Source: an optimization exercise on an open RTL-to-GDS flow (aim: small area, a short achievable clock period and few clock cycles per item). Production flows keep margins and buffers that such runs may drop.
Function was checked by simulation only, so behaviour that the tests miss may differ from the original.

// dct8_stream
module dct8_stream #(
    parameter int IN_W        = 8,
    parameter int OUT_W       = 14,
    parameter int LEVEL_SHIFT = 0
) (
    input  logic                    clk,
    input  logic                    rst,
    input  logic                    en,
    input  logic                    in_valid,
    output logic                    in_ready,
    input  logic [IN_W-1:0]         x0,
    input  logic [IN_W-1:0]         x1,
    input  logic [IN_W-1:0]         x2,
    input  logic [IN_W-1:0]         x3,
    input  logic [IN_W-1:0]         x4,
    input  logic [IN_W-1:0]         x5,
    input  logic [IN_W-1:0]         x6,
    input  logic [IN_W-1:0]         x7,
    output logic                    out_valid,
    input  logic                    out_ready,
    output logic signed [OUT_W-1:0] y0,
    output logic signed [OUT_W-1:0] y1,
    output logic signed [OUT_W-1:0] y2,
    output logic signed [OUT_W-1:0] y3,
    output logic signed [OUT_W-1:0] y4,
    output logic signed [OUT_W-1:0] y5,
    output logic signed [OUT_W-1:0] y6,
    output logic signed [OUT_W-1:0] y7
);
Size in the first run: roughly 3,600 cells after synthesis, roughly 270 flip-flops, about 180 I/O pins, roughly 36,000 um^2 of cells after synthesis.
clock: 12.0 ns
lec_check: 0
abc_area: 1
cap_margin: 20
core_margin: 2
core_utilization: 50
slew_margin: 20
synth_hierarchical: 1
standard.sh (not shown) runs the stock make flow with config.mk's settings and CLKGATE_MAP_FILE= SYNTH_SCRIPT=/design/flow/synth_recipe.tcl, a recipe that flattens the netlist after the stock synthesis.
==> flow/flow/run.sh <==
#!/bin/bash
# Standard ORFS layout, with repair_timing aiming below the clock period and
# plain buffers on the ports.
set -euo pipefail
bash standard.sh SETUP_SLACK_MARGIN=7.8 "BUFFER_PORTS_ARGS=-buffer_cell sky130_fd_sc_hd__buf_2" finish > standard_flow.log 2>&1
Testbench counts at the start, summed over its fixed seeds: cycles 1,040, items 1,024.
Rerun with:
==> flow/flow/run.sh (replaced) <==
#!/bin/bash
# Standard ORFS layout, with repair_timing aiming below the clock period and
# plain buffers on the ports.
set -euo pipefail
bash standard.sh SETUP_SLACK_MARGIN=7.6 "BUFFER_PORTS_ARGS=-buffer_cell sky130_fd_sc_hd__buf_2" finish > standard_flow.log 2>&1
Effect:
- register-to-register slack barely changes
- area after synthesis is unchanged
- worst setup slack is worse by 17 ps
- routed wire length came out lower by 5.2%
Rerun with:
==> flow/flow/run.sh (replaced) <==
#!/bin/bash
# Standard ORFS layout, with repair_timing aiming below the clock period and
# plain buffers on the ports.
set -euo pipefail
bash standard.sh SETUP_SLACK_MARGIN=7.4 "BUFFER_PORTS_ARGS=-buffer_cell sky130_fd_sc_hd__buf_2" finish > standard_flow.log 2>&1
Result: Setup slack got worse by 150 ps. Wire length fell by 2.9%. Cell area drops by 2.0%. Cell count fell by 0.69%. Sequential share of layout area goes up by 0.37 points. Hold slack barely changes. Synthesized cell count does not change.

========
== v12 ==
Another version of the RTL of dct8_stream (not shown whole).
Size: roughly 2900 cells after synthesis, about 270 flip-flops, roughly 0.035 sq mm of cells after synthesis.
==> flow/design.v (excerpt) <==
module dct8_stream #(
    parameter int IN_W        = 8,
    parameter int OUT_W       = 14,
    parameter int LEVEL_SHIFT = 0
) (
    input  logic                    clk,
    input  logic                    rst,
    input  logic                    en,
    input  logic                    in_valid,
    output logic                    in_ready,
    input  logic [IN_W-1:0]         x0,
    input  logic [IN_W-1:0]         x1,
    input  logic [IN_W-1:0]         x2,
    input  logic [IN_W-1:0]         x3,
    input  logic [IN_W-1:0]         x4,
    input  logic [IN_W-1:0]         x5,
    input  logic [IN_W-1:0]         x6,
    input  logic [IN_W-1:0]         x7,
    output logic                    out_valid,
    input  logic                    out_ready,
    output logic signed [OUT_W-1:0] y0,
    output logic signed [OUT_W-1:0] y1,
    output logic signed [OUT_W-1:0] y2,
    output logic signed [OUT_W-1:0] y3,
    output logic signed [OUT_W-1:0] y4,
    output logic signed [OUT_W-1:0] y5,
    output logic signed [OUT_W-1:0] y6,
    output logic signed [OUT_W-1:0] y7
);
==> flow/config.mk <==
export PLATFORM = sky130hd
export DESIGN_NAME = dct8_stream
export DESIGN_NICKNAME = dct8_stream
export VERILOG_FILES = /design/flow/design.v
export SDC_FILE = /design/flow/constraint.sdc
export NUM_CORES = 4
export LEC_CHECK = 0
export CAP_MARGIN = 20
export CORE_MARGIN = 2
export CORE_UTILIZATION = 50
export SLEW_MARGIN = 20
export SYNTH_HIERARCHICAL = 1
==> flow/constraint.sdc <==
create_clock -name core_clock -period 12.0 [get_ports {clk}]
set_input_delay 2.4000 -clock core_clock [delete_from_list [all_inputs] [get_ports {clk}]]
set_output_delay 2.4000 -clock core_clock [all_outputs]
set_load 0.01 [all_outputs]
==> flow/flow/run.sh <==
#!/bin/bash
# Standard ORFS layout, with repair_timing aiming below the clock period and
# plain buffers on the ports.
set -euo pipefail
bash standard.sh SETUP_SLACK_MARGIN=7.5 "BUFFER_PORTS_ARGS=-buffer_cell sky130_fd_sc_hd__buf_2" finish > standard_flow.log 2>&1
Testbench counts of v12, summed over its fixed seeds: cycles 1,040, items 1,024.
#### Input delta (v30 over v12)
Settings: ABC_AREA: unset -> 1.
==> flow/flow/run.sh <==
#!/bin/bash
# Standard ORFS layout, with repair_timing aiming below the clock period and
# plain buffers on the ports.
set -euo pipefail
bash standard.sh SETUP_SLACK_MARGIN=7.6 "BUFFER_PORTS_ARGS=-buffer_cell sky130_fd_sc_hd__buf_2" finish > standard_flow.log 2>&1
Findings:
Summary of v30 over v12: cell area after synthesis grew by 0.0011 sq mm, final worst-path cycle share dropped 1.6 points. Diff v30 and v12: length of routed wiring on met1 higher in v30. Global placer's final weighted congestion: lower on v30.
--- input diff v30..v48 ---
Settings: putting TNS_END_PERCENT at 30 where nothing was set; clearing ABC_AREA, which used to be 1.
==> flow/flow/run.sh <==
#!/bin/bash
# Standard ORFS layout, with repair_timing aiming below the clock period and
# plain buffers on the ports.
set -euo pipefail
bash standard.sh SETUP_SLACK_MARGIN=7.4 "BUFFER_PORTS_ARGS=-buffer_cell sky130_fd_sc_hd__buf_2" finish > standard_flow.log 2>&1
--- outcome ---
In the flow results for v30 and v48, the number of well taps is smaller on v48. Compared v48 vs v30, and wire length per cell after detailed routing is up in v48. v48 was carried through to the last stage, and its layout satisfied the timing, design-rule and antenna checks. v30 vs v48, last element of the critical path: t6_u0r[3] vs t6_u0r[4]. v30 → v48: combined flip-flop and latch cell area barely changed; synthesized area shrank by 0.0011 sq mm; largest stage delay on the critical path down 0.07 ns. Worst path arrival time sits higher in v48 than in v30. v30 → v48: final cell area excluding filler cells fell about 2%; count of filler cells inserted in the layout fell about 10%.
#### Input delta (v21 over v48)
Settings: TNS_END_PERCENT no longer set, was 30.
==> notes.md <==
v21 vs. v48: wire length fell by about 2.2%, global-route usage fell by 0.41 points. Taking v48 as the reference, in v21 flip-flop and latch count held; number of non-clock buffers in the layout lower. v21 vs v48 — fill cell instance count of the final layout climbed slightly. Comparing the two runs side by side, v21 comes out ahead of v48 on final worst-path setup slack. Compared with v48, v21 shows routed wire length on met3 higher by about 3.7%. Of v48 and v21, v21 shows the lower pin count of the biggest net entering global routing, with v48 above it. Sort v48 and v21 by placer congestion estimate, descending, and v48 comes first. Against v48 as the reference, v21 delivers a lower final critical-path share of the clock period.
diff inputs: v21 => v35
Settings: setting ABC_AREA to 1 for the first time.
Findings:
- Buffer and inverter count on the worst path: higher on v21
- Summary: with v21 as the reference, post-route non-filler standard cell count in v35 moved up by more than 10%.

==> afterwards: timing with drivers on the ports <==
In the flow no input, the clock included, has a driving cell. The finished layouts below were timed again as built, in two steps. Step 1 sets driving cells, clkbuf_16 on the clock port and buf_2 on the other inputs (assumed; they add their load-dependent delay and slew). Step 2 also shifts input and output timing later by t, the mid clock arrival at the registers, as if the neighbouring blocks saw the same clock. Three values: no drivers, after step 1, after step 2; two values: the first two.
run | t, ns | setup WS [ns] | worst setup path after step 2 | worst register clock-pin slew, ns
the first run of note 1 | 0.627 | 7.700 / 7.687 / 7.333 | input to register | 0.06 / 0.06
the second run of note 1 | 0.622 | 7.683 / 7.623 / 7.167 | input to register | 0.06 / 0.06
the third run of note 1 | 0.600 | 7.532 / 7.532 / 7.208 | input to register | 0.07 / 0.07
v12 | 0.629 | 7.342 / 7.342 / 6.989 | input to register | 0.06 / 0.06
v30 | 0.635 | 7.531 / 7.531 / 7.262 | input to register | 0.07 / 0.07
v48 | 0.627 | 7.169 / 7.169 / 6.905 | input to register | 0.07 / 0.07
v21 | 0.623 | 7.418 / 7.418 / 6.877 | input to register | 0.06 / 0.06
v35 | 0.626 | 7.552 / 7.547 / 7.253 | input to register | 0.07 / 0.07
After both steps setup and hold are still met in every run listed. For v21, which loses most, drivers alone change the setup slack by 0.000 ns; drivers and shift together by -0.541 ns.
